Background: an optimization exercise with open tools, aiming at small area, a short achievable clock period and few clock cycles. Do not read the settings as production practice. Only simulation tests tie the RTL to the original design; equivalence was not proved. Power figures rest on the tool's default switching activity, not on a simulated workload.

## design.v

```verilog
`default_nettype none
package shell_pkg;
    localparam int ADDR_W     = 20;
    localparam int DATA_W     = 32;
    localparam int STRB_W     = DATA_W / 8;
    localparam int N_IRQ      = 16;
    localparam int MGMT_OFS_W = 16;
    localparam logic [ADDR_W-1:0] REGION0_BASE = 20'h0_0000;
    localparam logic [ADDR_W-1:0] REGION0_MASK = 20'hC_0000;
    localparam logic [ADDR_W-1:0] REGION1_BASE = 20'h4_0000;
    localparam logic [ADDR_W-1:0] REGION1_MASK = 20'hF_0000;
    localparam logic [ADDR_W-1:0] REGION2_BASE = 20'h5_0000;
    localparam logic [ADDR_W-1:0] REGION2_MASK = 20'hF_0000;
    localparam logic [MGMT_OFS_W-1:0] FW_CTRL_OFS    = 16'h0000;
    localparam logic [MGMT_OFS_W-1:0] FW_BLOCKED_OFS = 16'h0004;
    localparam int EMU_NREGS      = 16;
    localparam int EMU_IRQ_IDX    = 0;
    localparam int EMU_FINISH_IDX = 1;
    typedef enum logic [1:0] {
        RESP_OKAY   = 2'd0,
        RESP_SLVERR = 2'd2,
        RESP_DECERR = 2'd3
    } axil_resp_e;
    typedef enum logic [1:0] {
        REG_EMU,
        REG_CLKGEN,
        REG_MGMT,
        REG_NONE
    } region_e;
    typedef enum logic [1:0] {
        ST_IDLE,
        ST_REQ,
        ST_WAIT,
        ST_RESP
    } xact_state_e;
    typedef struct packed {
        logic [ADDR_W-1:0] addr;
        logic              write;
        logic [DATA_W-1:0] wdata;
        logic [STRB_W-1:0] wstrb;
    } axil_req_t;
    typedef struct packed {
        logic [DATA_W-1:0] rdata;
        axil_resp_e        resp;
    } axil_rsp_t;
endpackage
`default_nettype wire
`default_nettype none
module shell_top (
    input  logic        aclk,
    input  logic        aresetn,
    input  logic        req_valid_i,
    input  logic [56:0] req_i,
    output logic        req_ready_o,
    output logic        rsp_valid_o,
    output logic [33:0] rsp_o,
    input  logic        rsp_ready_i,
    output logic [15:0] irq_o,
    output logic        finish_o
);
    logic [19:0] addr;
    logic        wr;
    logic [31:0] wdata;
    logic [3:0]  wstrb;
    logic [3:0]  idx;
    assign addr  = req_i[56:37];
    assign wr    = req_i[36];
    assign wdata = req_i[35:4];
    assign wstrb = req_i[3:0];
    assign idx   = addr[5:2];
    localparam logic [31:0] HARD0 = 32'h0000_FFFF;   
    localparam logic [31:0] HARD1 = 32'h0000_0001;   
    logic        rsp_valid_q;
    logic        rsp_idle_q;     
    logic        rsp_free;       
    logic [33:0] rsp_q;
    logic        decouple_q;
    logic [31:0] blocked_cnt_q;
    logic        blocked_inc_q;
    logic [31:0] blocked_cnt;    
    logic [15:0] vld_q;
    logic [31:0] dat_q [16];
    logic        accept;
    logic        in_emu, in_mgmt, ofs_ctrl, ofs_blk;
    logic        emu_ok, emu_blk;
    logic [15:0] row;            
    logic [31:0] rdata;
    logic [1:0]  resp;
    assign in_emu   = (addr[19:18] == 2'b00);
    assign in_mgmt  = (addr[19:16] == 4'h5);
    assign ofs_ctrl = in_mgmt && (addr[15:0] == 16'h0000);
    assign ofs_blk  = in_mgmt && (addr[15:0] == 16'h0004);
    assign emu_ok   = in_emu && !decouple_q;
    assign emu_blk  = in_emu && decouple_q;
    for (genvar i = 0; i < 16; i++) begin : g_row
        assign row[i] = emu_ok && (idx == i);
    end
    assign req_ready_o = rsp_idle_q || rsp_ready_i;
    assign rsp_free    = !rsp_valid_q || rsp_ready_i;
    assign accept      = req_valid_i && rsp_free;
    assign rsp_valid_o = rsp_valid_q;
    assign rsp_o       = rsp_q;
    always_comb begin
        rdata = {31'b0, ofs_ctrl && decouple_q} | ({32{ofs_blk}} & blocked_cnt);
        for (int i = 0; i < 16; i++) begin
            for (int k = 0; k < 32; k++) begin
                if ((i == 0 && HARD0[k]) || (i == 1 && HARD1[k]))
                    rdata[k] = rdata[k] | (row[i] && dat_q[i][k]);
                else
                    rdata[k] = rdata[k] | (row[i] && vld_q[i] && dat_q[i][k]);
            end
        end
    end
    assign resp[1] = !(emu_ok || ofs_ctrl || ofs_blk);
    assign resp[0] = !(in_emu || in_mgmt);
    always_ff @(posedge aclk or negedge aresetn) begin
        if (!aresetn) begin
            rsp_valid_q <= 1'b0;
            rsp_idle_q  <= 1'b1;
        end else if (rsp_free) begin
            rsp_valid_q <= req_valid_i;
            rsp_idle_q  <= !req_valid_i;
        end
    end
    always_ff @(posedge aclk) begin
        if (rsp_free)
            rsp_q <= {rdata, resp};
    end
    assign blocked_cnt = blocked_cnt_q + {31'b0, blocked_inc_q};
    always_ff @(posedge aclk or negedge aresetn) begin
        if (!aresetn) begin
            decouple_q    <= 1'b0;
            blocked_inc_q <= 1'b0;
            blocked_cnt_q <= '0;
        end else begin
            if (accept && ofs_ctrl && wr && wstrb[0])
                decouple_q <= wdata[0];
            blocked_inc_q <= accept && emu_blk;
            blocked_cnt_q <= blocked_cnt;
        end
    end
    logic [31:0] wmask;
    logic [31:0] wval;
    logic [15:0] wrow;
    for (genvar b = 0; b < 4; b++) begin : g_mask
        assign wmask[8*b +: 8] = {8{wstrb[b]}};
    end
    assign wval = wdata & wmask;
    assign wrow = row & {16{accept && wr}};
    always_ff @(posedge aclk or negedge aresetn) begin
        if (!aresetn)
            vld_q <= '0;
        else
            vld_q <= vld_q | wrow;
    end
    for (genvar i = 0; i < 16; i++) begin : g_reg
        for (genvar k = 0; k < 32; k++) begin : g_bit
            if ((i == 0 && HARD0[k]) || (i == 1 && HARD1[k])) begin : g_hard
                always_ff @(posedge aclk or negedge aresetn) begin
                    if (!aresetn)
                        dat_q[i][k] <= 1'b0;
                    else if (wrow[i] && wstrb[k/8])
                        dat_q[i][k] <= wdata[k];
                end
            end else begin : g_soft
                always_ff @(posedge aclk) begin
                    if (wrow[i] && (wstrb[k/8] || !vld_q[i]))
                        dat_q[i][k] <= wval[k];
                end
            end
        end
    end
    assign irq_o    = dat_q[0][15:0];
    assign finish_o = dat_q[1][0];
endmodule
`default_nettype wire
```

## flow/run.sh

```bash
#!/bin/bash
# The standard layout, with plain buffers (not delay cells) on the ports
# and a clock tree of smaller buffers without dummy loads.
set -euo pipefail
export BUFFER_PORTS_ARGS="-buffer_cell sky130_fd_sc_hd__buf_2"
export CTS_ARGS="-sink_clustering_enable -repair_clock_nets -dont_use_dummy_load -buf_list {sky130_fd_sc_hd__clkbuf_8} -sink_clustering_size 16 -sink_clustering_max_diameter 60"
bash standard.sh > standard.log 2>&1
```

## standard.sh

```bash
#!/bin/bash
# synth_recipe.tcl (not shown) runs the flow's synth.tcl, then flattens the netlist and writes it again
# the make line also repeats each setting of config.mk as NAME=value (left out here)
make -C /OpenROAD-flow-scripts/flow DESIGN_CONFIG=/design/flow/config.mk WORK_HOME=/design/flow/orfs CLKGATE_MAP_FILE= SYNTH_SCRIPT=/design/flow/synth_recipe.tcl "${@:-finish}"
```

## config.mk

```make
export PLATFORM = sky130hd
export DESIGN_NAME = shell_top
export DESIGN_NICKNAME = shell_top
export VERILOG_FILES = /design/flow/design.v
export SDC_FILE = /design/flow/constraint.sdc
export NUM_CORES = 4
export LEC_CHECK = 0
export CAP_MARGIN = 20
export CORE_MARGIN = 2
export CORE_UTILIZATION = 40
export PLACE_DENSITY = 0.6
export SETUP_SLACK_MARGIN = 2.5
export SLEW_MARGIN = 20
```

## constraint.sdc

```tcl
create_clock -name core_clock -period 5.0 [get_ports {aclk}]
set_input_delay 1.0000 -clock core_clock [delete_from_list [all_inputs] [get_ports {aclk}]]
set_output_delay 1.0000 -clock core_clock [all_outputs]
set_load 0.01 [all_outputs]
```

==> results of run 1 <==
metal layers:
metal | GRT usage, % | part of all wire, % | vias up
met5 | 0 | 0.028 | -
met4 | 10.3 | 4.5 | 4
met3 | 7.32 | 12 | 218
met2 | 41.1 | 45 | 1107
met1 | 35.6 | 38 | 8185
li1 | - | - | 6672
flip-flops by register name (all words and copies together), names as in the netlist:
name           count
blocked_inc_q      1
rsp_idle_q         1
rsp_q             34
blocked_cnt_q     32
rsp_valid_q        1
dat_q            512
decouple_q         1
vld_q             16
metrics by stage:
stage                     util, %  hold slack, ns  total power (uW)  area (sq um)
after floorplan                 -           0.435              5980         25500
after CTS                    46.4           0.287              8590         27900
after global routing         46.9           0.314              8820         28100
final                        46.9           0.296              8610         28100
after global placement       44.2           0.446              6260         26500
after detailed placement     44.2           0.449              6270         26500
power by group:
part,total [uW],switching [uW],internal (uW)
Clock,2380,1540,841
Sequential,5540,54.5,5480
Combinational,693,496,197
cell type report:
class,count,share of cell area (%)
multi-input cells,869,25.5
repair buffers,211,5.70
clock buffers,47,2.30
inverters,26,0.400
well taps,782,3.48
flip-flops and latches,598,62.6
critical path, cell delays in order (launching register included):
cell	delay, ns
sky130_fd_sc_hd__dfrtp_2	0.54
sky130_fd_sc_hd__or4b_4	0.32
sky130_fd_sc_hd__nor2_4	0.09
sky130_fd_sc_hd__buf_4	0.15
sky130_fd_sc_hd__buf_4	0.16
sky130_fd_sc_hd__a32o_1	0.25
sky130_fd_sc_hd__or4_4	0.53
sky130_fd_sc_hd__a31o_1	0.21
Yosys cell counts, drive strengths merged, types with 4 or more instances:
master and n:
o21ai 38, and3 38, a2111oi 4, a22o 5
nor4bb 4, buf 62, and2 35, a32oi 35
nand4 17, nor4 18, a31o 7, mux2 11
edfxtp 529, a221oi 17, nor2 15, a22oi 105
nand2 76, nor3 16, a222oi 9, nand3 58
a32o 19, xnor2 19, nor2b 13, a31oi 9
o22ai 8, o2bb2ai 4, a211oi 12, and4b 5
a21oi 142, nor3b 4, and4 11, inv 25
a311oi 5, nand2b 21, xor2 11, clkbuf 69
or4 11, o211ai 13, and3b 21, dfrtp 68
layout by cell type (no fill, tap or decap), types with 14 or more instances in the layout:
master,Yosys,routed
sky130_fd_sc_hd__a32o_1,19,19
sky130_fd_sc_hd__a32oi_1,35,34
sky130_fd_sc_hd__nand2_4,0,14
sky130_fd_sc_hd__buf_12,0,17
sky130_fd_sc_hd__nand4_1,16,16
sky130_fd_sc_hd__nand3_1,57,56
sky130_fd_sc_hd__xnor2_1,19,18
sky130_fd_sc_hd__a21oi_4,0,62
sky130_fd_sc_hd__and2_1,34,34
sky130_fd_sc_hd__and3_1,38,30
sky130_fd_sc_hd__a22oi_2,0,14
sky130_fd_sc_hd__nand2b_1,21,21
sky130_fd_sc_hd__buf_4,19,76
sky130_fd_sc_hd__o21ai_0,36,34
sky130_fd_sc_hd__a21oi_1,142,77
sky130_fd_sc_hd__buf_2,38,108
sky130_fd_sc_hd__edfxtp_1,529,529
sky130_fd_sc_hd__nand2_1,75,55
sky130_fd_sc_hd__dfrtp_1,68,61
sky130_fd_sc_hd__clkbuf_8,0,47
sky130_fd_sc_hd__inv_1,25,23
sky130_fd_sc_hd__a22oi_1,105,91
kinds of logic after synthesis:
| family | count (synthesis) | share of synthesized area [%] |
|---|---|---|
| AO/OA/AOI/OAI | 448 | 12.8 |
| adder cells (fa/ha/maj) | 2 | 0.103 |
| buffers and inverters | 157 | 3.00 |
| multiplexers | 12 | 0.606 |
| XOR/XNOR | 30 | 1.15 |
| AND/OR/NAND/NOR | 377 | 9.52 |
| flip-flops | 598 | 72.9 |
repair_timing:
item / 4_1_cts / 5_1_grt
buffers inserted: 33 / 12
resized for setup: 84 / 35
pin swaps: 16 / 5
setup endpoints to repair: 555 / 47
cloned: 1 / 0
worst min-delay path by stage:
stage,startpoint,slack [ns],cells after the start,endpoint
floorplan,rsp_idle_q,0.44,2,rsp_idle_q
global placement,rsp_idle_q,0.45,2,rsp_idle_q
detailed placement,rsp_idle_q,0.45,2,rsp_idle_q
CTS,aresetn,0.29,1,blocked_cnt_q[26]
global route,aresetn,0.31,1,blocked_cnt_q[26]
finish,aresetn,0.30,1,blocked_cnt_q[26]
==> summary.txt, run 1 <==
- Clock root buffer: sky130_fd_sc_hd__clkbuf_8
- In this run the remaining antenna-violating nets after routing total 0.
- DRC violations left: 0
- CTS tree: done
- Timing would allow up to 394 MHz.
* Final slew viol count: 0
- Total number of yosys warnings: 2
* IR Drop Worst-Case VDD: 0.000159 V
- The repair_antennas step left the layout with diodes totalling 0.
* Area of the die: 62400 sq um
* Worst Reg-to-Reg Cells: 7
- Timing startpoint of the critical path: decouple_q
- The run finished with no timing, DRC or antenna violations.
* # fillers: 5137
- Initial core utilization: 40.3%
- Number of failing hold endpoints at the final stage: 0
- Register area share after synthesis: 72.9%
* Power per Cell Area: 306 nW/um^2
- Die Span Y: 250 microns
- Summing over every cut layer, the via total after detailed routing is 16200.
- Number of H-tree levels: 2
- The synthesized netlist occupies a cell area of 24200 sq um.
- Clock Pin Slew Worst Setup and Hold Paths: 0.10 ns
- In this run the worst setup path terminates at rsp_q[21].
* Unique cell type count in the Yosys netlist: 83
* Wirelength, routed: 83400 microns
* Crit Reg-Reg Startpoint: decouple_q
* Primary FF master, synth: sky130_fd_sc_hd__edfxtp_1
* Finished Layout Cells: 2533
- The average instance in the mapped netlist occupies 14.9 sq um.
* Number of max-cap violations: 0
* Required @ worst endpoint: 5.43 ns
- The later pin in the worst-skew pair is clocked with a latency of 0.70 ns.
* Post-route clock skew: 0.0811 ns
- Area added between synthesis and finish: 16.4%
- In the finished design, the share of the clock period the worst path needs comes to 50.7%.
- Number of buffer cells added on primary ports: 113
- Critical path start-end classification: flip-flop to flip-flop
- Register-to-register path setup slack: 2.46 ns
- The clock passes through at most 3 buffers.
- In the final timing run, aggregate negative setup slack is 0 ns.
- Top-Level Pins: 114
* Data arrival time of the critical path: 2.96 ns
* Post-layout nets: 1816
* Post-synth top area cell: sky130_fd_sc_hd__edfxtp_1
* Largest fanout on the critical path: 9
- Core area: 60000 sq um
- Class of the tightest hold or removal check: primary input to async pin
* Cts bufs inserted: 47
- Total placed cells including tap cells: 2440
- Gpl congestion: 0.952
- Layout cell share with drive strength beyond 1: 26.4%
- Shortest clock period the worst path allows after layout: 2.54 ns
* Average routed wire per standard cell: 32.9 microns
- Worst Tran Pin Value: 0.906 ns
- Fraction of registers with async set or reset after synthesis: 11.5%
* Setup slack at placement: 0.717 ns
* Setup-violating endpoint count in the final report: 0
* First-pass GRT wire length: 118000 microns
- Number of enable flip-flop cells after synthesis: 529
* Flip-flop and latch count after synthesis: 598
- The detailed router finished its first iteration with 2456 violations.
- Half-perimeter wire length after detailed placement: 56500 microns
* Post-layout worst setup margin: 2.46 ns
- Synthesis produced 1624 cells.
- Summed over its instances, the top area cell type makes up 65.7% of the synthesized netlist area.
- Number of optimization iterations in the first detailed-route pass: 7
- Antenna violations before repair: 2
- Number of global-route vias before repair: 15800
- In this run the static leakage power is 0.00933 uW.
- Crit start category: flip-flop
- Destination of the worst register-to-register timing path: rsp_q[21]
- Buffers inserted to repair hold after CTS numbered 0.
- Routed via count divided by cell count: 6.39
- Sequential cell area: 17600 sq um
- Setup repair after global routing could not meet its margin everywhere.
* TritonCTS Sinks: 598
- Summed over all layers, the global routing overflow is 0.
* Worst rel slew slack: 39.6%
- Die width: 250 microns
- Entering global routing, the biggest net connects 46 pins.
- Cell types with the largest area share after synthesis: sky130_fd_sc_hd__edfxtp_1 (66%), sky130_fd_sc_hd__dfrtp_1 (7.0%), sky130_fd_sc_hd__a22oi_1 (3.3%)
* Total track usage: 26.5%
- The multi-input combinational cells in the finished layout cover a total of 7180 sq um.
* Number of cell rows: 90
* Worst Setup End Kind: flip-flop
Testbench counts, summed over its fixed seeds: cycles 2,408.
==> run 2, diff against run 1 <==
==> flow/run.sh (replaced) <==
#!/bin/bash
# The standard layout, with plain buffers (not delay cells) on the ports
# and a clock tree of smaller buffers without dummy loads.
set -euo pipefail
export BUFFER_PORTS_ARGS="-buffer_cell sky130_fd_sc_hd__buf_1"
export CTS_ARGS="-sink_clustering_enable -repair_clock_nets -dont_use_dummy_load -buf_list {sky130_fd_sc_hd__clkbuf_8} -sink_clustering_size 16 -sink_clustering_max_diameter 60"
bash standard.sh > standard.log 2>&1
==> run 2 against run 1 <==
Compared with the run above: wire length rose by 4.5%; cell area rose by 0.67%; cell count rose by 0.71%; count of clock-buffer cells in the layout did not move; via count rose by 1.9%; first-iteration DRC count rose by 14%; critical path type is now primary input to flip-flop; largest power group unchanged.
==> summary.txt, run 2 <==
- STA classifies the critical path startpoint as a primary input.
- Layout cell share with drive strength beyond 1: 20.4% (-6.0 points)
* Data arrival time of the critical path: 2.99 ns (+0.03 ns)
* Fraction of registers with async set or reset after synthesis: 11.5% (unchanged)
* Hold bufs inserted after CTS: 0 (unchanged)
- Clock Latency Late Sink: 0.69 ns (about the same)
- The sequential element share of the synthesized area is 72.9% (unchanged).
- Antenna violations before repair: 2 (unchanged)
* Initial core utilization: 40.3% (unchanged)
* Worst Tran Pin Value: 1.07 ns (+0.163 ns)
- Number of cell rows: 90 (unchanged)
- The overall die width is 250 microns (unchanged).
* Leading cell type by number of instances after synthesis: sky130_fd_sc_hd__edfxtp_1
- The overall fraction of global-route tracks in use is 27.4% (+0.93 points).
- The remaining design rule violation count was 0 (unchanged).
- Sw frac: 24.6% (+0.32 points)
- The post-synthesis cell count came to 1624 (unchanged).
* Clock network fraction of design power: 27.8% (+0.2 points)
- Final design instance area without fill: 28300 sq um (+0.67%)
* Wirelength, routed: 87100 microns (+4.5%)
- The CTS clock-pin slew for the worst setup and hold paths is 0.10 ns (about the same).
* Max clock buf depth: 3 (unchanged)
- From synthesis to final layout, the design area changed by 17.2%.
- Core area: 60000 sq um (unchanged)
* Flip-flop and latch count after synthesis: 598 (unchanged)
* Number of global-route vias before repair: 16000 (+1.3%)
- Among all stages on the critical path, the largest delay is contributed by sky130_fd_sc_hd__or4_4.
- Status: timing/DRC/antenna clean
* Required @ worst endpoint: 5.41 ns (-0.02 ns)
- Unrepaired setup endpoints after global routing: yes
- The number of buffers added on ports is 113 (unchanged).
* Sequential share of power: 64.0% (-0.3 points)
- Shortest clock period the worst path allows after layout: 2.58 ns (+0.0417 ns)
- The area enclosed by the die boundary is 62400 sq um (unchanged).
- Leakage: 0.00913 uW (-2.1%)
* Worst rel slew slack: 28.6% (-11 points)
- Synthesized area: 24200 sq um (unchanged)
- Worst Reg-to-Reg Cells: 7 (unchanged)
- The post-detailed-route count of antenna-violating nets came to 0 (unchanged).
- The portion of total power attributed to combinational logic came to 8.2% (+0.2 points).
* Post-layout nets: 1834 (+0.99%)
- Routed via count divided by cell count: 6.46 (+1.2%)
- The peak ir drop on the vdd network was 0.000165 V (+3.7%).
- Power per Cell Area: 305 nW/um^2 (-0.34%)
- The total power draw came to 8640 uW (+0.33%).
- Gpl congestion: 0.940 (-1.3%)
- Number of optimization iterations in the first detailed-route pass: 6 (-1)
- The post-layout utilization of the core was 47.2% (+0.31 points).
* Number of max-cap violations: 0 (unchanged)
- The number of distinct library cell variants in the gate-level netlist after synthesis is 83 (unchanged).
- Portion of the clock cycle consumed by the worst path in the final layout: 51.6% (+0.83 points)
* Post-route clock skew: 0.0534 ns (-0.0277 ns)
* Initial drt markers: 2795 (+14%)
- Final slew viol count: 0 (unchanged)
* Sum of overflow across all layers after global routing: 0 (unchanged)
* Top cells by count, synth: sky130_fd_sc_hd__edfxtp_1 (529), sky130_fd_sc_hd__a21oi_1 (142), sky130_fd_sc_hd__a22oi_1 (105)
- Crit-path max cell delay: 0.61 ns (+0.07 ns)
- The number of flip-flops in the largest register was 512 (unchanged).
- The number of flops mapped to enable cells by yosys was 529 (unchanged).
- The most used flip-flop cell after synthesis is sky130_fd_sc_hd__edfxtp_1.
* Top library cells by usage in the layout, fill and taps aside: sky130_fd_sc_hd__edfxtp_1 (529), sky130_fd_sc_hd__buf_1 (107), sky130_fd_sc_hd__a22oi_1 (91)
- The net switching power was 2120 uW (+1.7%).
- CTS placed an instance of sky130_fd_sc_hd__clkbuf_8 at the clock tree root.
- The final sum of negative setup slack is 0 ns (unchanged).
- TritonCTS Sinks: 598 (unchanged)
- The vertical die dimension came to 250 microns (unchanged).
- The detail-routed net length per standard cell is 34.1 microns (+3.7%).
* CTS tree: done
- Portion of synthesized cell area occupied by the leading cell type: 65.7% (unchanged)
* First-pass GRT wire length: 122000 microns (+3.5%)
- Internal Pwr Total: 6510 uW (-0.10%)
* Class of the tightest hold or removal check: primary input to async pin
- In the final layout, the registers with the most flip-flops are dat_q (512), rsp_q (34), blocked_cnt_q (32).
- # fillers: 5183 (+0.90%)
- Half-perimeter wire length after detailed placement: 57800 microns (+2.2%)
* Number of failing hold endpoints at the final stage: 0 (unchanged)
* Post-synth top area cell: sky130_fd_sc_hd__edfxtp_1
- The maximum number of pins on one net before global-route repair was 47 (+2.2%).
- Total number of yosys warnings: 2 (unchanged)
- The largest fanout on the critical path was 39 (+30).
- The signal on the critical path passes through buf_8 -> buf_16 -> clkinv_8 -> nand3_1 -> o22ai_1 -> or4_4 -> a31o_2.
* Number of vias after detailed routing: 16500 (+1.9%)
* Maximum clock frequency: 388 MHz (-1.6%)
- The final setup violation count was 0 (unchanged).
- Cell types with the largest area share after synthesis: sky130_fd_sc_hd__edfxtp_1 (66%), sky130_fd_sc_hd__dfrtp_1 (7.0%), sky130_fd_sc_hd__a22oi_1 (3.3%)
* Placed Area: 26500 sq um (-0.32%)
- The number of levels in the clock H-tree was 2 (unchanged).
- Cts bufs inserted: 47 (unchanged)
- Ranked by flip-flop count, first place goes to dat_q.
* Antenna diode instance count: 0 (unchanged)
- Most common library cell in the layout ignoring fill and taps: sky130_fd_sc_hd__edfxtp_1
* Worst Setup End Kind: flip-flop
- The critical path is of the primary input to flip-flop type.
- Synth Area per Inst: 14.9 sq um (unchanged)
- The number of top-level design ports was 114 (unchanged).
-- run 2: timing repair --
action | CTS | global route
gates resized for setup | 74 | 35
cloned | 1 | 1
setup buffers | 40 | 15
hold endpoints to repair | 0 | 0
pin swaps | 7 | 7
endpoints found under the setup margin | 563 | 201
-- run 2: path summary, 6_finish.rpt --
kind / start / endpoint / slack [ns]
hold / removal: aresetn / dat_q[0][12] / 0.41
setup reg to reg: vld_q[1] / rsp_q[30] / 2.44
hold reg to reg: rsp_idle_q / rsp_idle_q / 0.48
max in group asynchronous: aresetn / vld_q[3] / 3.55
setup / recovery: req_i[40] / rsp_q[30] / 2.42
min in group core_clock: rsp_idle_q / rsp_idle_q / 0.48
-- run 2: per-stage QoR --
| step | instances | hold slack [ns] | worst slack (ns) |
|---|---|---|---|
| 2_1_floorplan | 1624 | 0.435 | 2.18 |
| 5_1_grt | 2551 | 0.447 | 2.43 |
| 6_report | 2551 | 0.412 | 2.42 |
| 3_5_place_dp | 2447 | 0.465 | 0.883 |
| 4_1_cts | 2535 | 0.427 | 2.41 |
| 3_3_place_gp | 2447 | 0.447 | 0.888 |
-- run 2: cell families after synthesis --
kind of cell             count (synthesis)  synth area share (%)
AO/OA/AOI/OAI                          448                  12.8
XOR/XNOR                                30                  1.15
adder cells (fa/ha/maj)                  2                 0.103
buffers and inverters                  157                  3.00
flip-flops                             598                  72.9
multiplexers                            12                 0.606
AND/OR/NAND/NOR                        377                  9.52
-- run 2: power by group through the flow --
stage / Combinational (uW) / Clock (uW) / Sequential [uW]
floorplan: 361 / 0 / 5620
global placement: 634 / 0 / 5640
detailed placement: 641 / 0 / 5640
CTS: 677 / 2400 / 5530
global route: 729 / 2570 / 5530
finish: 708 / 2400 / 5530
-- run 2: layer usage --
layer	track usage, %	share of wire, %
met1	37.9	39
met3	5.96	11
met2	42.3	45
met5	0	0
met4	11.1	4.9
-- run 2: worst max-delay path, delay by kind of cell --
family	cells	cell delay [ns]
simple gates	2	0.85
buf+inv	3	0.69
compound gates	2	0.40
-- run 2: layout make-up --
class,instances,area [sq um],share of cell area (%)
sequential,598,17600,62.2
clock buffer,47,647,2.28
inverter,26,121,0.428
timing repair buffer,228,1770,6.24
tap,782,978,3.45
multi-input combinational,870,7200,25.4
==> run 3, diff against run 2 <==
--- a/design.v
+++ b/design.v
@@ -73,7 +73,8 @@
     logic        rsp_valid_q;
     logic        rsp_idle_q;     
     logic        rsp_free;       
-    logic [33:0] rsp_q;
+    logic [33:0] rsp_q;          
+    logic        rsp_blk_q;      
     logic        decouple_q;
     logic [31:0] blocked_cnt_q;
     logic        blocked_inc_q;
@@ -99,9 +100,9 @@
     assign rsp_free    = !rsp_valid_q || rsp_ready_i;
     assign accept      = req_valid_i && rsp_free;
     assign rsp_valid_o = rsp_valid_q;
-    assign rsp_o       = rsp_q;
+    assign rsp_o       = {rsp_q[33:2] | ({32{rsp_blk_q}} & blocked_cnt_q), rsp_q[1:0]};
     always_comb begin
-        rdata = {31'b0, ofs_ctrl && decouple_q} | ({32{ofs_blk}} & blocked_cnt);
+        rdata = {31'b0, ofs_ctrl && decouple_q};
         for (int i = 0; i < 16; i++) begin
             for (int k = 0; k < 32; k++) begin
                 if ((i == 0 && HARD0[k]) || (i == 1 && HARD1[k]))
@@ -123,8 +124,10 @@
         end
     end
     always_ff @(posedge aclk) begin
-        if (rsp_free)
-            rsp_q <= {rdata, resp};
+        if (rsp_free) begin
+            rsp_q     <= {rdata, resp};
+            rsp_blk_q <= ofs_blk;
+        end
     end
     assign blocked_cnt = blocked_cnt_q + {31'b0, blocked_inc_q};
     always_ff @(posedge aclk or negedge aresetn) begin
==> flow/run.sh (replaced) <==
#!/bin/bash
# The standard layout, with plain buffers (not delay cells) on the ports
# and a clock tree of smaller buffers without dummy loads.
set -euo pipefail
export BUFFER_PORTS_ARGS="-buffer_cell sky130_fd_sc_hd__buf_2"
export CTS_ARGS="-sink_clustering_enable -repair_clock_nets -dont_use_dummy_load -buf_list {sky130_fd_sc_hd__clkbuf_8} -sink_clustering_size 16 -sink_clustering_max_diameter 60"
bash standard.sh > standard.log 2>&1
==> run 3 against run 2 <==
Compared with the run above: still clean on timing, DRC and antenna; sequential share of layout area is 1.0 points higher; count of clock-buffer cells in the layout fell by 2; area after synthesis fell by 0.60%; critical endpoint is now rsp_o[25]; largest power group unchanged.
==> summary.txt, run 3 <==
- DRC violations left: 0 (unchanged)
- The peak ir drop on the vdd network is 0.000137 V (-17%).
- Largest net degree at the start of global routing: 56 (+19%)
- Unrepaired setup endpoints after global routing: yes
- TritonCTS built the clock tree.
- Cell family with most CP delay: buffers and inverters
- The worst setup path is launched from a flip-flop.
- The total power draw was 8530 uW (-1.2%).
- More flip-flops sit in one register than any other, and that register is dat_q.
* Shortest clock period the worst path allows after layout: 2.68 ns (+0.105 ns)
- The sum of net half-perimeters after detailed placement is 53200 microns (-7.9%).
- The post-synthesis average cell area came to 14.8 sq um (-0.90%).
- Final slew viol count: 0 (unchanged)
- The core outline area is 59200 sq um (-1.3%).
* Worst Setup End Kind: output port
- The post-detailed-route count of antenna-violating nets was 0 (unchanged).
* Primary FF master, synth: sky130_fd_sc_hd__edfxtp_1
- The number of buffers added to fix hold violations after cts came to 0 (unchanged).
- The leakage power summed over all cells was 0.00920 uW (+0.73%).
* Wirelength, routed: 80300 microns (-7.7%)
- The cell row count came to 89 (-1.1%).
* Top library cells by usage in the layout, fill and taps aside: sky130_fd_sc_hd__edfxtp_1 (530), sky130_fd_sc_hd__buf_2 (106), sky130_fd_sc_hd__nand3_1 (95)
- Leaving out fill and tap cells, the most frequent cell in the layout is sky130_fd_sc_hd__edfxtp_1.
* Max clock buf depth: 3 (unchanged)
- Post-route clock skew: 0.0439 ns (-0.00949 ns)
* Setup-violating endpoint count in the final report: 0 (unchanged)
* Number of buffer cells added on primary ports: 113 (unchanged)
* Top-Level Pins: 114 (unchanged)
- Fraction of registers with async set or reset after synthesis: 11.5% (-0.019 points)
- Number of optimization iterations in the first detailed-route pass: 6 (unchanged)
* Unique cell type count in the Yosys netlist: 66 (-20%)
* Number of global-route vias before repair: 15500 (-3.3%)
* Cell count after synthesis: 1629 (+0.31%)
* Setup slack at placement: 1.29 ns (+0.408 ns)
- Number of vias after detailed routing: 15900 (-3.5%)
- Cts bufs inserted: 45 (-4.3%)
* Layout cell share with drive strength beyond 1: 23.2% (+2.8 points)
- Number of max-cap violations: 0 (unchanged)
* Worst Tran Pin Value: 0.939 ns (-0.130 ns)
- The overall die width is 249 microns (-0.29%).
* Number of enable flip-flop cells after synthesis: 530 (+0.19%)
- The total overflow reported by the global router came to 0 (unchanged).
- Critical path start-end classification: flip-flop to output port
* Power per Cell Area: 306 nW/um^2 (+0.25%)
* Post-layout worst setup margin: 2.32 ns (-0.105 ns)
- Total placed cells including tap cells: 2431 (-0.65%)
- The peak per-stage delay on the critical path was 0.40 ns (-0.21 ns).
* Flip-flop count of the largest register after layout: 512 (unchanged)
- The post-synthesis sequential element count was 599 (+0.17%).
* Worst rel slew slack: 36.9% (+8.2 points)
- The first-pass GRT wire length came to 114000 microns (-6.5%).
- The area enclosed by the die boundary is 62100 sq um (-0.59%).
- Data arrival time of the critical path: 1.68 ns (-1.31 ns)
* Top cells by count, synth: sky130_fd_sc_hd__edfxtp_1 (530), sky130_fd_sc_hd__a21oi_1 (149), sky130_fd_sc_hd__nand2_1 (104)
- The signal on the critical path passes through buf_6 -> buf_12 -> a21o_1 -> buf_2.
- The sequential element share of the synthesized area is 73.4% (+0.56 points).
- The clock sink count came to 599 (+0.17%).
- The net switching power was 2050 uW (-3.3%).
- The run finished with no timing, DRC or antenna violations.
- Post-synth top area cell: sky130_fd_sc_hd__edfxtp_1
- Top Registers: dat_q (512), rsp_q (34), blocked_cnt_q (32)
- Clock network fraction of design power: 27.2% (-0.6 points)
- Number of H-tree levels: 2 (unchanged)
- The number of nets at the end of the flow was 1821 (-0.71%).
- Finished Layout Cells: 2531 (-0.78%)
- Portion of synthesized cell area occupied by the leading cell type: 66.2% (+0.52 points)
- Logic pwr share: 7.6% (-0.6 points)
* Antenna violations before repair: 3 (+1)
- Clock Pin Slew Worst Setup and Hold Paths: 0.10 ns (about the same)
* Initial core utilization: 40.6% (+0.29 points)
- The final sum of negative setup slack is 0 ns (unchanged).
- The top achievable clock speed is 373 MHz (-3.9%).
- The detail-routed net length per standard cell was 31.7 microns (-7.0%).
- The vertical die dimension was 249 microns (-0.29%).
* Class of the tightest hold or removal check: primary input to async pin
* Max stage delay cell, worst path: sky130_fd_sc_hd__edfxtp_1
* Gpl congestion: 0.908 (-3.4%)
- The overall fraction of global-route tracks in use is 25.5% (-2.0 points).
- Leading cell type by number of instances after synthesis: sky130_fd_sc_hd__edfxtp_1
- Portion of the clock cycle consumed by the worst path in the final layout: 53.7% (+2.1 points)
- Required @ worst endpoint: 4.00 ns (-1.41 ns)
- The internal power was 6480 uW (-0.55%).
* Clock Latency Late Sink: 0.66 ns (-0.03 ns)
- Synthesized area: 24000 sq um (-0.60%)
- Total number of yosys warnings: 2 (unchanged)
* Sequential share of power: 65.2% (+1.2 points)
* Initial drt markers: 2216 (-21%)
* Largest fanout on the critical path: 10 (-74%)
* Sw frac: 24.1% (-0.52 points)
* Total buffers and inverters traversed by the critical path: 3 (unchanged)
- The total count of hold-check failures in the final report came to 0 (unchanged).
* Clock root buffer: sky130_fd_sc_hd__clkbuf_8
- Routed via count divided by cell count: 6.29 (-2.8%)
- Cell types with the largest area share after synthesis: sky130_fd_sc_hd__edfxtp_1 (66%), sky130_fd_sc_hd__dfrtp_1 (7.1%), sky130_fd_sc_hd__a21oi_1 (3.1%)
* Area added between synthesis and finish: 16.2%
* # fillers: 5077 (-2.0%)
-- run 3: final timing paths --
kind / end / depth (start not counted) / from / slack [ns]
max in group asynchronous: vld_q[1] / 2 / aresetn / 3.72
worst min register to register: rsp_idle_q / 2 / rsp_idle_q / 0.47
worst max register to register: rsp_q[33] / 4 / vld_q[15] / 2.47
worst min-delay path: dat_q[0][7] / 1 / aresetn / 0.39
min in group core_clock: rsp_idle_q / 2 / rsp_idle_q / 0.47
worst max-delay path: rsp_o[25] / 4 / rsp_blk_q / 2.32
-- run 3: timing repair --
item | 4_1_cts | 5_1_grt
setup endpoints to repair | 563 | 248
pin swaps | 16 | 16
setup buffers | 31 | 21
endpoints found under the hold margin | 0 | 0
resized for setup | 45 | 23
gates cloned | 1 | 0
-- run 3: area by class of cell --
class | instances | area, sq um | area share (%)
inverters | 8 | 33.8 | 0.121
flip-flops and latches | 599 | 17600 | 63.2
well taps | 773 | 967 | 3.46
clock buffers | 45 | 619 | 2.22
repair buffers | 213 | 1900 | 6.82
diodes | 2 | 5.00 | 0.0179
multi-input cells | 891 | 6740 | 24.1
-- run 3: kinds of logic after synthesis --
kind of cell	after synthesis	synth area share (%)
compound gates	434	12.7
buf+inv	139	2.72
mux	10	0.469
simple gates	415	9.49
flops	599	73.4
xor+xnor	30	1.09
fa+ha+maj	2	0.104
-- run 3: worst reg2reg max path, stage by stage, from the launching register on --
cell                      delay, ns
sky130_fd_sc_hd__dfrtp_2       0.76
sky130_fd_sc_hd__and3_1        0.71
sky130_fd_sc_hd__and2_2        0.56
sky130_fd_sc_hd__a21oi_1       0.16
sky130_fd_sc_hd__nand3_1       0.17
-- run 3: per-stage QoR --
step | util (%) | hold WS (ns) | instance area, sq um
after floorplan | - | 0.435 | 25000
after global placement | 44.2 | 0.447 | 26200
after detailed placement | 44.2 | 0.461 | 26200
after CTS | 46.3 | 0.373 | 27400
after global routing | 47.1 | 0.412 | 27900
final | 47.1 | 0.387 | 27900
-- run 3: power groups by stage --
| stage | combinational (uW) | sequential (uW) | clock (uW) |
|---|---|---|---|
| after global placement | 597 | 5680 | 0 |
| after CTS | 631 | 5560 | 2340 |
| final | 650 | 5560 | 2320 |
| after floorplan | 354 | 5620 | 0 |
| after global routing | 678 | 5570 | 2500 |
| after detailed placement | 604 | 5680 | 0 |
-- run 3: layer usage --
| layer | global-route usage [%] | share of wire (%) |
|---|---|---|
| met2 | 40.7 | 47 |
| met5 | 0 | 0.015 |
| met1 | 34.3 | 40 |
| met4 | 10.0 | 4.3 |
| met3 | 5.34 | 9.3 |
Testbench counts of run 3, summed over its fixed seeds: cycles 2,408.
==> run 4, diff against run 3 <==
--- a/design.v
+++ b/design.v
@@ -46,6 +46,66 @@
 endpackage
 `default_nettype wire
 `default_nettype none
+module shell_decode (
+    input  logic [19:0] addr,
+    input  logic        decouple,
+    input  logic [15:0] vld,
+    output logic        in_emu,
+    output logic        in_mgmt,
+    output logic        ofs_ctrl,
+    output logic        ofs_blk,
+    output logic        emu_ok,
+    output logic        emu_blk,
+    output logic [15:0] row,        
+    output logic [15:0] sel_soft,   
+    output logic [15:0] sel_lo,     
+    output logic [15:0] sel_b0      
+);
+    assign in_emu   = (addr[19:18] == 2'b00);
+    assign in_mgmt  = (addr[19:16] == 4'h5);
+    assign ofs_ctrl = in_mgmt && (addr[15:0] == 16'h0000);
+    assign ofs_blk  = in_mgmt && (addr[15:0] == 16'h0004);
+    assign emu_ok   = in_emu && !decouple;
+    assign emu_blk  = in_emu && decouple;
+    for (genvar i = 0; i < 16; i++) begin : g_row
+        assign row[i] = emu_ok && (addr[5:2] == i);
+    end
+    assign sel_soft = row & vld;
+    assign sel_lo   = row & (vld | 16'h0001);
+    assign sel_b0   = row & (vld | 16'h0003);
+endmodule
+`default_nettype wire
+`default_nettype none
+module shell_read (
+    input  logic [15:0]  sel_soft,
+    input  logic [15:0]  sel_lo,
+    input  logic [15:0]  sel_b0,
+    input  logic [511:0] regs,       
+    input  logic         sel_cnt,
+    input  logic [31:0]  cnt,
+    input  logic         ctrl_bit,   
+    output logic [31:0]  rdata
+);
+    for (genvar k = 0; k < 32; k++) begin : g_bit
+        logic [15:0] col;
+        logic [15:0] sel;
+        for (genvar i = 0; i < 16; i++) begin : g_col
+            assign col[i] = regs[32*i + k];
+        end
+        if (k == 0)
+            assign sel = sel_b0;
+        else if (k < 16)
+            assign sel = sel_lo;
+        else
+            assign sel = sel_soft;
+        if (k == 0)
+            assign rdata[k] = (|(col & sel)) | (sel_cnt & cnt[k]) | ctrl_bit;
+        else
+            assign rdata[k] = (|(col & sel)) | (sel_cnt & cnt[k]);
+    end
+endmodule
+`default_nettype wire
+`default_nettype none
 module shell_top (
     input  logic        aclk,
     input  logic        aresetn,
@@ -73,8 +133,7 @@
     logic        rsp_valid_q;
     logic        rsp_idle_q;     
     logic        rsp_free;       
-    logic [33:0] rsp_q;          
-    logic        rsp_blk_q;      
+    logic [33:0] rsp_q;
     logic        decouple_q;
     logic [31:0] blocked_cnt_q;
     logic        blocked_inc_q;
@@ -85,33 +144,43 @@
     logic        in_emu, in_mgmt, ofs_ctrl, ofs_blk;
     logic        emu_ok, emu_blk;
     logic [15:0] row;            
+    logic [15:0] sel_soft, sel_lo, sel_b0;
+    logic [511:0] regs_flat;
     logic [31:0] rdata;
     logic [1:0]  resp;
-    assign in_emu   = (addr[19:18] == 2'b00);
-    assign in_mgmt  = (addr[19:16] == 4'h5);
-    assign ofs_ctrl = in_mgmt && (addr[15:0] == 16'h0000);
-    assign ofs_blk  = in_mgmt && (addr[15:0] == 16'h0004);
-    assign emu_ok   = in_emu && !decouple_q;
-    assign emu_blk  = in_emu && decouple_q;
-    for (genvar i = 0; i < 16; i++) begin : g_row
-        assign row[i] = emu_ok && (idx == i);
-    end
+    shell_decode u_decode (
+        .addr     (addr),
+        .decouple (decouple_q),
+        .vld      (vld_q),
+        .in_emu   (in_emu),
+        .in_mgmt  (in_mgmt),
+        .ofs_ctrl (ofs_ctrl),
+        .ofs_blk  (ofs_blk),
+        .emu_ok   (emu_ok),
+        .emu_blk  (emu_blk),
+        .row      (row),
+        .sel_soft (sel_soft),
+        .sel_lo   (sel_lo),
+        .sel_b0   (sel_b0)
+    );
     assign req_ready_o = rsp_idle_q || rsp_ready_i;
     assign rsp_free    = !rsp_valid_q || rsp_ready_i;
     assign accept      = req_valid_i && rsp_free;
     assign rsp_valid_o = rsp_valid_q;
-    assign rsp_o       = {rsp_q[33:2] | ({32{rsp_blk_q}} & blocked_cnt_q), rsp_q[1:0]};
-    always_comb begin
-        rdata = {31'b0, ofs_ctrl && decouple_q};
-        for (int i = 0; i < 16; i++) begin
-            for (int k = 0; k < 32; k++) begin
-                if ((i == 0 && HARD0[k]) || (i == 1 && HARD1[k]))
-                    rdata[k] = rdata[k] | (row[i] && dat_q[i][k]);
-                else
-                    rdata[k] = rdata[k] | (row[i] && vld_q[i] && dat_q[i][k]);
-            end
-        end
-    end
+    assign rsp_o       = rsp_q;
+    for (genvar i = 0; i < 16; i++) begin : g_flat
+        assign regs_flat[32*i +: 32] = dat_q[i];
+    end
+    shell_read u_read (
+        .sel_soft (sel_soft),
+        .sel_lo   (sel_lo),
+        .sel_b0   (sel_b0),
+        .regs     (regs_flat),
+        .sel_cnt  (ofs_blk),
+        .cnt      (blocked_cnt),
+        .ctrl_bit (ofs_ctrl && decouple_q),
+        .rdata    (rdata)
+    );
     assign resp[1] = !(emu_ok || ofs_ctrl || ofs_blk);
     assign resp[0] = !(in_emu || in_mgmt);
     always_ff @(posedge aclk or negedge aresetn) begin
@@ -124,10 +193,8 @@
         end
     end
     always_ff @(posedge aclk) begin
-        if (rsp_free) begin
-            rsp_q     <= {rdata, resp};
-            rsp_blk_q <= ofs_blk;
-        end
+        if (rsp_free)
+            rsp_q <= {rdata, resp};
     end
     assign blocked_cnt = blocked_cnt_q + {31'b0, blocked_inc_q};
     always_ff @(posedge aclk or negedge aresetn) begin
--- a/flow/run.sh
+++ b/flow/run.sh
@@ -4,4 +4,5 @@
 set -euo pipefail
 export BUFFER_PORTS_ARGS="-buffer_cell sky130_fd_sc_hd__buf_2"
 export CTS_ARGS="-sink_clustering_enable -repair_clock_nets -dont_use_dummy_load -buf_list {sky130_fd_sc_hd__clkbuf_8} -sink_clustering_size 16 -sink_clustering_max_diameter 60"
+export REMOVE_ABC_BUFFERS=1
 bash standard.sh > standard.log 2>&1
--- a/config.mk
+++ b/config.mk
@@ -11,3 +11,5 @@
 export PLACE_DENSITY = 0.6
 export SETUP_SLACK_MARGIN = 2.5
 export SLEW_MARGIN = 20
+export SYNTH_HIERARCHICAL = 1
+export SYNTH_MINIMUM_KEEP_SIZE = 0
==> run 4 against run 3 <==
Compared with the run above: highest routed layer is now met4; largest power group unchanged; synthesized cell count fell by 16%; largest cell class unchanged; count of clock-buffer cells in the layout decreased by 1; die area shrank 4.2%; sequential power about the same; register-to-register slack hardly changed; still clean on timing, DRC and antenna; critical path depth rose by 3; power shrank 5.7%; worst setup slack gained 0.036 ns.
==> summary.txt, run 4 <==
- Register area share after synthesis: 76.6% (+3.2 points)
- Number of H-tree levels: 2 (unchanged)
- Post-synth top area cell: sky130_fd_sc_hd__edfxtp_1
* Total buffers and inverters traversed by the critical path: 2 (-1)
- Max stage delay cell, worst path: sky130_fd_sc_hd__a21oi_2
- In the final layout, the registers with the most flip-flops are dat_q (512), rsp_q (34), blocked_cnt_q (32).
* Final slew viol count: 0 (unchanged)
* Unrepaired setup endpoints after global routing: yes
* Initial drt markers: 1774 (-20%)
- Crit-path max cell delay: 0.59 ns (+0.19 ns)
* Required @ worst endpoint: 5.28 ns (+1.28 ns)
* Number of cell rows: 87 (-2.2%)
- The clock sink count was 598 (-0.17%).
- Clock Latency Late Sink: 0.65 ns (about the same)
- Post-route setup TNS: 0 ns (unchanged)
- Area added between synthesis and finish: 13.1%
- The total count of hold-check failures in the final report was 0 (unchanged).
- The first-pass GRT wire length came to 91200 microns (-20%).
* Register containing the most flip-flops in the final layout: dat_q
- The library cell used most frequently in the layout, excluding fill and tap cells, is sky130_fd_sc_hd__edfxtp_1.
* DRC violations left: 0 (unchanged)
- The synthesized cell area is 23000 sq um (-4.3%).
- Power per Cell Area: 309 nW/um^2 (+1.2%)
* Cells along the critical path: buf_2 -> or3_4 -> inv_1 -> nand3b_1 -> nor2_1 -> nand2_1 -> a21oi_2
* IR Drop Worst-Case VDD: 0.000164 V (+19%)
* Portion of synthesized cell area occupied by the leading cell type: 69.1% (+2.8 points)
* Post-route clock skew: 0.0462 ns (+0.00230 ns)
- The cell sitting at the root of the clock tree is a sky130_fd_sc_hd__clkbuf_8.
- Gpl congestion: 0.963 (+6.1%)
- The top achievable clock speed is 378 MHz (+1.4%).
* Status: timing/DRC/antenna clean
- Critical path start-end classification: primary input to flip-flop
* Leakage: 0.00915 uW (-0.52%)
- The final wirelength is 64300 microns (-20%).
* Worst rel slew slack: 21.0% (-16 points)
* Number of max-cap violations: 0 (unchanged)
- The number of inserted diodes is 0 (-2).
* Cell count after synthesis: 1374 (-16%)
- Sum of overflow across all layers after global routing: 0 (unchanged)
* Number of enable flip-flop cells after synthesis: 529 (-0.19%)
- Area of the multi-input gates: 5290 sq um (-22%)
- The initial cell density of the core came to 40.6% (+0.073 points).
- Post-layout nets: 1587 (-13%)
- The initial antenna violation count came to 0 (-3).
- The number of CTS-inserted buffers was 44 (-2.2%).
- The maximum clock path buffer count is 3 (unchanged).
- The finished layout cell area is 26000 sq um (-6.8%).
* Area of the die: 59400 sq um (-4.2%)
- Class of the tightest hold or removal check: primary input to async pin
- The overall die width is 244 microns (-2.1%).
- Sorting the synthesized cells by area gives the leading types as sky130_fd_sc_hd__edfxtp_1 (69%), sky130_fd_sc_hd__dfrtp_1 (7.4%), sky130_fd_sc_hd__a22oi_1 (4.1%).
- Layout cell share with drive strength beyond 1: 25.6% (+2.4 points)
- Average routed wire per standard cell: 28.2 microns (-11%)
- Die Span Y: 244 microns (-2.1%)
- Top library cells by usage in the layout, fill and taps aside: sky130_fd_sc_hd__edfxtp_1 (529), sky130_fd_sc_hd__a22oi_1 (124), sky130_fd_sc_hd__buf_2 (111)
* Crit start category: primary input
- # fillers: 4865 (-4.2%)
* Antenna-violating nets left: 0 (unchanged)
- The most common cell in the synthesized netlist is sky130_fd_sc_hd__edfxtp_1.
- The total power draw was 8050 uW (-5.7%).
- Core area: 56600 sq um (-4.5%)
* Worst Setup End Kind: flip-flop
- The overall fraction of global-route tracks in use came to 21.0% (-4.5 points).
* Cell family with most CP delay: simple AND/OR/NAND/NOR gates
* Number of optimization iterations in the first detailed-route pass: 5 (-1)
- Fraction of registers with async set or reset after synthesis: 11.5% (+0.019 points)
- Worst Tran Pin Value: 1.18 ns (+0.245 ns)
- The data arrival time of the critical path was 2.92 ns (+1.24 ns).
- The CTS clock-pin slew for the worst setup and hold paths came to 0.10 ns (about the same).
- Number of buffer cells added on primary ports: 113 (unchanged)
- CTS tree: done
* Shortest clock period the worst path allows after layout: 2.65 ns (-0.0364 ns)
- Primary FF master, synth: sky130_fd_sc_hd__edfxtp_1
* Synth Area per Inst: 16.7 sq um (+13%)
* Placed Area: 24400 sq um (-7.0%)
- Largest net degree at the start of global routing: 59 (+5.4%)
* Number of global-route vias before repair: 13400 (-13%)
- The number of distinct library cell variants in the gate-level netlist after synthesis came to 43 (-35%).
* Flip-flop and latch count after synthesis: 598 (-0.17%)
- The area used by sequential logic in the layout is 17600 sq um (-0.17%).
- The total vias in the final route came to 13700 (-14%).
- The number of top-level design ports came to 114 (unchanged).
- The largest fanout on the critical path was 8 (-2).
- Portion of the clock cycle consumed by the worst path in the final layout: 52.9% (-0.73 points)
* Top cells by count, synth: sky130_fd_sc_hd__edfxtp_1 (529), sky130_fd_sc_hd__a22oi_1 (126), sky130_fd_sc_hd__dfrtp_1 (68)
* Half-perimeter wire length after detailed placement: 39300 microns (-26%)
* Routed via count divided by cell count: 6.00 (-4.5%)
- The final setup violation count came to 0 (unchanged).
* Total number of yosys warnings: 8 (+6)
* Flip-flop count of the largest register after layout: 512 (unchanged)
run 4: final timing paths:
kind | slack, ns | endpoint | start | cells past startpoint
setup reg to reg | 2.46 | dat_q[14][9] | decouple_q | 6
setup / recovery | 2.35 | dat_q[14][9] | req_i[56] | 7
hold / removal | 0.20 | blocked_cnt_q[0] | aresetn | 1
max in group asynchronous | 3.64 | blocked_cnt_q[5] | aresetn | 2
min in group core_clock | 0.50 | rsp_idle_q | rsp_idle_q | 2
hold reg to reg | 0.50 | rsp_idle_q | rsp_idle_q | 2
run 4: Yosys stat by module (local to each module, per instance):
module        flip-flops and latches  times used
shell_top                        598           1
shell_read                         0           1
shell_decode                       0           1
run 4: timing repair:
| action | CTS | global route |
|---|---|---|
| gates cloned | 1 | 2 |
| hold buffers | 0 | 0 |
| setup endpoints to repair | 250 | 277 |
| buffers inserted | 9 | 23 |
| pin swaps | 5 | 25 |
| resized for setup | 65 | 76 |
run 4: worst reg2reg max path: cells and delay by family, from the launching register on:
family / cells / cell delay [ns]
compound gates: 1 / 0.59
buf+inv: 1 / 0.15
flops: 1 / 0.41
simple gates: 4 / 1.02
run 4: layout make-up:
class	instances	area share, %
clock buffers	44	2.33
inverters	11	0.159
multi-input cells	658	20.3
flip-flops and latches	598	67.7
well taps	756	3.64
repair buffers	211	5.85
run 4: report_power, final:
part / switching [uW] / internal [uW] / leakage, uW
Clock: 1470 / 792 / 0.000316
Combinational: 178 / 71.8 / 0.00293
Sequential: 57.1 / 5480 / 0.00591
run 4: cell families after synthesis:
| family | count (synthesis) | share of synthesized area, % |
|---|---|---|
| compound gates | 320 | 11.1 |
| simple gates | 286 | 6.97 |
| xor+xnor | 30 | 1.14 |
| mux | 18 | 0.881 |
| flops | 598 | 76.6 |
| buf+inv | 120 | 3.24 |
| fa+ha+maj | 2 | 0.109 |
run 4: per-layer routing:
metal | global-route usage [%] | vias to the layer above | wire length [microns]
li1 | - | 5763 | -
met1 | 29.4 | 7096 | 26600
met3 | 3.49 | 131 | 5500
met4 | 5.69 | 0 | 1620
met2 | 34.2 | 678 | 30500
met5 | 0 | - | 0
run 4: stage by stage:
step	instances	util, %	setup WS [ns]	hold WS (ns)
after floorplan	1265	-	1.29	0.444
after global placement	2198	43.0	1.35	0.476
after detailed placement	2199	43.0	1.25	0.475
after CTS	2253	44.7	2.24	0.166
after global routing	2278	46.0	2.35	0.196
final	2278	46.0	2.35	0.199
Testbench counts of run 4, summed over its fixed seeds: cycles 2,408.
==> run 5, diff against run 4 <==
--- a/flow/run.sh
+++ b/flow/run.sh
@@ -4,5 +4,4 @@
 set -euo pipefail
 export BUFFER_PORTS_ARGS="-buffer_cell sky130_fd_sc_hd__buf_2"
 export CTS_ARGS="-sink_clustering_enable -repair_clock_nets -dont_use_dummy_load -buf_list {sky130_fd_sc_hd__clkbuf_8} -sink_clustering_size 16 -sink_clustering_max_diameter 60"
-export REMOVE_ABC_BUFFERS=1
 bash standard.sh > standard.log 2>&1
--- a/config.mk
+++ b/config.mk
@@ -9,7 +9,7 @@
 export CORE_MARGIN = 2
 export CORE_UTILIZATION = 40
 export PLACE_DENSITY = 0.6
-export SETUP_SLACK_MARGIN = 2.5
+export SETUP_SLACK_MARGIN = 2.65
 export SLEW_MARGIN = 20
 export SYNTH_HIERARCHICAL = 1
 export SYNTH_MINIMUM_KEEP_SIZE = 0
==> run 5 against run 4 <==
Compared with the run above: critical path depth rose by 4; area after synthesis did not move; register-to-register slack barely moved; count of clock-buffer cells in the layout rose by 3; power rose by 1.7%; fmax rose by 2.0%; utilization rose by 3.4 points; worst setup slack improved by 0.053 ns; worst hold slack improved by 0.30 ns; critical path type unchanged.
==> summary.txt, run 5 <==
- The portion of total power attributed to combinational logic came to 3.6% (+0.5 points).
- Critical path start-end classification: primary input to flip-flop
* Power, Total: 8180 uW (+1.7%)
* Flip-flop count of the largest register after layout: 512 (unchanged)
- Data arrival time of the critical path: 3.14 ns (+0.22 ns)
- The share of cells above drive strength 1 was 34.4% (+8.8 points).
* Synthesized area: 23000 sq um (unchanged)
- Compared with the post-synthesis result, the final layout area differs by 21.6%.
- Largest net degree at the start of global routing: 70 (+19%)
- TritonCTS Sinks: 598 (unchanged)
* Cells along the critical path: buf_6 -> or3_4 -> buf_6 -> nor3b_4 -> buf_4 -> and3_4 -> buf_8 -> a22o_1 -> a221oi_1 -> and3_1 -> nand3_1
* Sequential share of power: 68.0% (-0.8 points)
* Critical path capture point: rsp_q[3]
- The initial cell density of the core came to 40.6% (unchanged).
- The final sum of negative setup slack was 0 ns (unchanged).
- STA classifies the critical path startpoint as a primary input.
* Post-synth top area cell: sky130_fd_sc_hd__edfxtp_1
- Clock Pin Slew Worst Setup and Hold Paths: 0.09 ns (about the same)
- Portion of the clock cycle consumed by the worst path in the final layout: 51.9% (-1.1 points)
- Max clock buf depth: 3 (unchanged)
* Leading cell type by number of instances after synthesis: sky130_fd_sc_hd__edfxtp_1
* Number of buffer cells added on primary ports: 113 (unchanged)
* Number of global-route vias before repair: 13800 (+2.7%)
* First-pass GRT wire length: 97400 microns (+6.7%)
* Destination of the worst register-to-register timing path: rsp_q[3]
- The net switching power was 1770 uW (+4.0%).
- Fraction of the mapped netlist area in compound gates: 11.1% (unchanged)
- Most common library cell in the layout ignoring fill and taps: sky130_fd_sc_hd__edfxtp_1
- Die width: 244 microns (unchanged)
- Final slew viol count: 0 (unchanged)
* Routed via count divided by cell count: 6.01 (+0.12%)
- Top Registers: dat_q (512), rsp_q (34), blocked_cnt_q (32)
- Die Span Y: 244 microns (unchanged)
- The standard cell area after detailed placement came to 24900 sq um (+2.2%).
- Unrepaired setup endpoints after global routing: yes
* Unique cell type count in the Yosys netlist: 43 (unchanged)
* Worst Reg-to-Reg Cells: 10 (+4)
- The clock tree skew after final layout came to 0.0911 ns (+0.0449 ns).
- The iteration count of the initial detailed-routing pass is 6 (+1).
* Required @ worst endpoint: 5.55 ns (+0.27 ns)
- The final setup violation count is 0 (unchanged).
* Half-perimeter wire length after detailed placement: 40500 microns (+3.1%)
* Hold bufs inserted after CTS: 0 (unchanged)
- Clock network fraction of design power: 28.5% (+0.4 points)
* Average routed wire per standard cell: 29.5 microns (+4.6%)
- The largest individual stage delay along the critical path comes from the cell sky130_fd_sc_hd__or3_4.
- Simple-gate portion of the synthesized area: 6.97% (unchanged)
* Mux contribution to synthesized area: 0.881% (unchanged)
- Cts bufs inserted: 47 (+6.8%)
* Register-to-register path setup slack: 2.47 ns (about the same)
- Cell types with the largest area share after synthesis: sky130_fd_sc_hd__edfxtp_1 (69%), sky130_fd_sc_hd__dfrtp_1 (7.4%), sky130_fd_sc_hd__a22oi_1 (4.1%)
- Register area share after synthesis: 76.6% (unchanged)
- The finished layout cell area came to 28000 sq um (+7.5%).
- Leakage: 0.00984 uW (+7.6%)
- Number of vias after detailed routing: 14000 (+2.8%)
- By instance count, the cell type seen most on the critical path is sky130_fd_sc_hd__buf_6.
* Internal Pwr Total: 6410 uW (+1.1%)
- Area of the die: 59400 sq um (unchanged)
- The largest fanout on the critical path came to 12 (+4).
- The minimum period implied by the final worst setup slack came to 2.59 ns (-0.0525 ns).
- Portion of synthesized cell area occupied by the leading cell type: 69.1% (unchanged)
- Gpl congestion: 0.830 (-14%)
- The switching share of power is 21.7% (+0.48 points).
- The core outline area is 56600 sq um (unchanged).
* Timing startpoint of the critical path: req_i[56]
- The overall fraction of global-route tracks in use came to 22.7% (+1.6 points).
- The post-layout utilization of the core came to 49.4% (+3.4 points).
- In the synthesized netlist, the cells that appear most often are sky130_fd_sc_hd__edfxtp_1 (529), sky130_fd_sc_hd__a22oi_1 (126), sky130_fd_sc_hd__dfrtp_1 (68).
- The relative max-transition margin is 32.9% (+12 points).
* Number of max-cap violations: 0 (unchanged)
- Xor/xnor share of the synthesized area: 1.14% (unchanged)
* Top library cells by usage in the layout, fill and taps aside: sky130_fd_sc_hd__edfxtp_1 (529), sky130_fd_sc_hd__buf_2 (107), sky130_fd_sc_hd__a22oi_1 (103)
* Register containing the most flip-flops in the final layout: dat_q
* Maximum clock frequency: 385 MHz (+2.0%)
- The total count of hold-check failures in the final report came to 0 (unchanged).
- The initial antenna violation count is 1 (+1).
- The peak per-stage delay on the critical path is 0.43 ns (-0.16 ns).
- The flow ran to the end and the layout has no timing, DRC or antenna violations.
- The number of DRC violations after detailed-routing iteration 0 was 1573 (-11%).
* Total number of yosys warnings: 8 (unchanged)
- Flip-flop and latch count after synthesis: 598 (unchanged)
- Number of enable flip-flop cells after synthesis: 529 (unchanged)
* Wirelength, routed: 69000 microns (+7.3%)
* Class of the tightest hold or removal check: primary input to async pin
- Power per Cell Area: 293 nW/um^2 (-5.4%)
- Clock root buffer: sky130_fd_sc_hd__clkbuf_8
* IR Drop Worst-Case VDD: 0.000176 V (+7.2%)
* Number of cell rows: 87 (unchanged)
- Sum of overflow across all layers after global routing: 0 (unchanged)
- Antenna diode instance count: 0 (unchanged)
- The post-synthesis cell count was 1374 (unchanged).
- In this run the critical register-to-register path is launched from decouple_q.
- Synth Area per Inst: 16.7 sq um (unchanged)
- Fraction of registers with async set or reset after synthesis: 11.5% (unchanged)
- The number of nets at the end of the flow came to 1647 (+3.8%).
- The number of top-level design ports was 114 (unchanged).
- DRC violations left: 0 (unchanged)
- The insertion delay to the later sink of the worst-skew pair was 0.68 ns (+0.03 ns).
- Combinational family with the most area after synthesis: compound AO/OA/AOI/OAI gates
- Primary FF master, synth: sky130_fd_sc_hd__edfxtp_1
- The slew at the pin with the worst max-slew slack was 1.01 ns (-0.178 ns).
- Number of H-tree levels: 2 (unchanged)
- STA classifies the critical path endpoint as a flip-flop.
* CTS tree: done
- # fillers: 4689 (-3.6%)
- The post-detailed-route count of antenna-violating nets came to 0 (unchanged).
- The share of synthesized cell area in full adder, half adder and majority cells is 0.109% (unchanged).
[run 5: area by class of cell]
cell class              count  area [sq um]  share of cell area [%]
multi-input cells         663          6090                    21.8
well taps                 756           946                    3.38
flip-flops and latches    598         17600                    63.0
inverters                  11          41.3                   0.148
repair buffers            263          2620                    9.36
clock buffers              47           647                    2.31
[run 5: per-layer routing]
metal | up-vias | wire length, microns | track usage, %
met3 | 148 | 5220 | 4.12
met2 | 626 | 33700 | 37.2
met5 | - | 0 | 0
met1 | 7371 | 27400 | 30.6
met4 | 0 | 2660 | 7.50
li1 | 5900 | - | -
[run 5: worst min path at each step]
stage / start / to / slack (ns) / cells after the start
floorplan: blocked_cnt_q[31] / blocked_cnt_q[31] / 0.44 / 1
global placement: rsp_idle_q / rsp_idle_q / 0.47 / 2
detailed placement: rsp_idle_q / rsp_idle_q / 0.49 / 2
CTS: aresetn / blocked_cnt_q[5] / 0.49 / 1
global route: blocked_inc_q / blocked_cnt_q[0] / 0.51 / 1
finish: aresetn / blocked_cnt_q[10] / 0.50 / 1
[run 5: power groups by stage]
| stage | Sequential, uW | Clock [uW] | Combinational, uW |
|---|---|---|---|
| 6_report | 5560 | 2330 | 291 |
| 5_1_grt | 5570 | 2550 | 313 |
| 2_1_floorplan | 5650 | 0 | 136 |
| 3_3_place_gp | 5670 | 0 | 256 |
| 3_5_place_dp | 5670 | 0 | 262 |
| 4_1_cts | 5560 | 2380 | 284 |
[run 5: Yosys stat by module (local to each module, per instance)]
module,times used,cell area (sq um)
shell_decode,1,592
shell_read,1,3010
shell_top,1,19400
[run 5: logic make-up (layout without fill, tap and decap cells)]
logic type | after synthesis | count (layout)
buffers and inverters | 120 | 321
AND/OR/NAND/NOR | 286 | 293
multiplexers | 18 | 18
XOR/XNOR | 30 | 30
adder cells (fa/ha/maj) | 2 | 2
AO/OA/AOI/OAI | 320 | 320
flip-flops | 598 | 598
[run 5: timing repair]
action	4_1_cts	5_1_grt
pin swaps	32	23
setup endpoints to repair	217	280
gates cloned	7	1
setup buffers	87	38
resized for setup	92	52
[run 5: worst max-delay path: cells and delay by family]
family	cells	cell delay, ns
and+or+nand+nor	5	1.29
AOI/OAI and AO/OA	2	0.22
buffers and inverters	4	0.61
[run 5: per-stage QoR]
step	hold slack, ns	instances	worst slack (ns)
6_report	0.497	2338	2.41
5_1_grt	0.506	2338	2.40
4_1_cts	0.491	2299	2.55
3_5_place_dp	0.490	2158	1.25
3_3_place_gp	0.474	2158	1.33
2_1_floorplan	0.444	1374	2.29
==> run 6, diff against run 5 <==
--- a/config.mk
+++ b/config.mk
@@ -9,7 +9,7 @@
 export CORE_MARGIN = 2
 export CORE_UTILIZATION = 40
 export PLACE_DENSITY = 0.6
-export SETUP_SLACK_MARGIN = 2.65
+export SETUP_SLACK_MARGIN = 2.4
 export SLEW_MARGIN = 20
 export SYNTH_HIERARCHICAL = 1
 export SYNTH_MINIMUM_KEEP_SIZE = 0
==> run 6 against run 5 <==
Compared with the run above: via count fell by 4.0%; sequential power barely moved; first-iteration DRC count shrank 0.64%; area after synthesis unchanged; register-to-register slack worse by 0.14 ns; largest power group unchanged; highest routed layer unchanged.
==> summary.txt, run 6 <==
- Number of max-cap violations: 0 (unchanged)
- The core outline area came to 56600 sq um (unchanged).
* Synth Area per Inst: 16.7 sq um (unchanged)
- Setup repair after global routing could not meet its margin everywhere.
- Maximum clock frequency: 369 MHz (-4.4%)
* Die Span Y: 244 microns (unchanged)
- The overall fraction of global-route tracks in use is 21.7% (-0.98 points).
- The number of global-route vias before repair was 13400 (-3.0%).
- Top Registers: dat_q (512), rsp_q (34), blocked_cnt_q (32)
- Placed Area: 24400 sq um (-2.1%)
- The synthesized cell area was 23000 sq um (unchanged).
* Status: timing/DRC/antenna clean
- Traced cell by cell, the critical path runs through buf_2 -> or3_4 -> or3_4 -> nor2_1 -> nand2_1 -> a21oi_2.
- The routability-driven placement congestion ratio came to 0.930 (+12%).
- Worst Reg-to-Reg Cells: 5 (-5)
* Crit-path max cell delay: 0.61 ns (+0.18 ns)
- Largest fanout on the critical path: 8 (-4)
- Number of vias after detailed routing: 13500 (-4.0%)
- CTS placed an instance of sky130_fd_sc_hd__clkbuf_8 at the clock tree root.
* Worst Setup End Kind: flip-flop
- Final core utilization: 45.3% (-4.1 points)
* First-pass GRT wire length: 93300 microns (-4.2%)
- The initial cell density of the core was 40.6% (unchanged).
- Routed via count divided by cell count: 6.01 (about the same)
* Number of cell rows: 87 (unchanged)
* Total number of yosys warnings: 8 (unchanged)
- Portion of the clock cycle consumed by the worst path in the final layout: 54.3% (+2.4 points)
- The share of the synthesized area in the top cell type came to 69.1% (unchanged).
- The sequential element share of the synthesized area came to 76.6% (unchanged).
- STA classifies the critical path startpoint as a primary input.
- The final sum of negative setup slack came to 0 ns (unchanged).
* Max stage delay cell, worst path: sky130_fd_sc_hd__a21oi_2
- The number of DRC violations after detailed-routing iteration 0 came to 1563 (-0.64%).
* IR Drop Worst-Case VDD: 0.000185 V (+5.1%)
==> run 6: logic make-up (layout without fill, tap and decap cells) <==
logic type / count (synthesis) / after routing / share of synthesized area [%]
adder cells (fa/ha/maj): 2 / 2 / 0.109
buffers and inverters: 120 / 229 / 3.24
AND/OR/NAND/NOR: 286 / 289 / 6.97
AO/OA/AOI/OAI: 320 / 320 / 11.1
XOR/XNOR: 30 / 30 / 1.14
flip-flops: 598 / 598 / 76.6
multiplexers: 18 / 18 / 0.881
==> run 6: routing by layer <==
metal	routed length, microns	part of all wire (%)	vias up	global-route usage, %
li1	-	-	5708	-
met1	27000	41	6989	29.7
met2	31100	48	634	34.8
met3	4900	7.5	146	3.67
met4	2350	3.6	0	8.07
met5	0	0	-	0
==> run 6: metrics by stage <==
| stage | setup slack, ns | power [uW] |
|---|---|---|
| after floorplan | 2.21 | 5750 |
| after global placement | 1.52 | 5890 |
| after detailed placement | 1.48 | 5890 |
| after CTS | 2.35 | 8100 |
| after global routing | 2.27 | 8310 |
| final | 2.29 | 8080 |
==> run 6: Yosys stat by module (local to each module, per instance) <==
module        flops+latches  cells inside  area, sq um
shell_top               598           878        19400
shell_read                0           402         3010
shell_decode              0            94          592
==> run 6: timing repair <==
| action | 4_1_cts | 5_1_grt |
|---|---|---|
| endpoints found under the setup margin | 118 | 218 |
| gates cloned | 2 | 1 |
| resized for setup | 30 | 45 |
| setup buffers | 11 | 11 |
| pin swaps | 4 | 6 |
==> run 6: worst min path at each step <==
stage / startpoint / endpoint / slack (ns) / depth (start not counted)
floorplan: blocked_cnt_q[31] / blocked_cnt_q[31] / 0.44 / 1
global placement: rsp_idle_q / rsp_idle_q / 0.47 / 2
global route: rsp_idle_q / rsp_idle_q / 0.51 / 2
finish: aresetn / vld_q[1] / 0.48 / 1
detailed placement: rsp_idle_q / rsp_idle_q / 0.48 / 2
CTS: blocked_inc_q / blocked_cnt_q[0] / 0.48 / 1
==> run 6: report_power, final <==
part | leakage [uW] | switching [uW] | total (uW) | internal [uW]
logic | 0.00264 | 181 | 250 | 69.4
clock network | 0.000324 | 1470 | 2280 | 809
registers | 0.00590 | 70.3 | 5550 | 5480
==> run 6: final cells by class <==
cell class	count	area [sq um]	area share [%]
repair buffers	173	1140	4.46
flip-flops and latches	598	17600	68.7
multi-input cells	659	5290	20.6
well taps	756	946	3.69
clock buffers	45	619	2.41
inverters	11	41.3	0.161
==> run 6: worst max-delay path: cells and delay by family <==
family | cells | cell delay, ns
simple gates | 4 | 1.25
buf+inv | 1 | 0.11
compound gates | 1 | 0.61

Setup slack of run 6, layout unchanged: 2.286 ns with ideal ports, 2.323 ns with driving cells assumed (clock clkbuf_16, inputs buf_2), 1.614 ns with port delays also shifted by the 0.709 ns mid clock arrival.
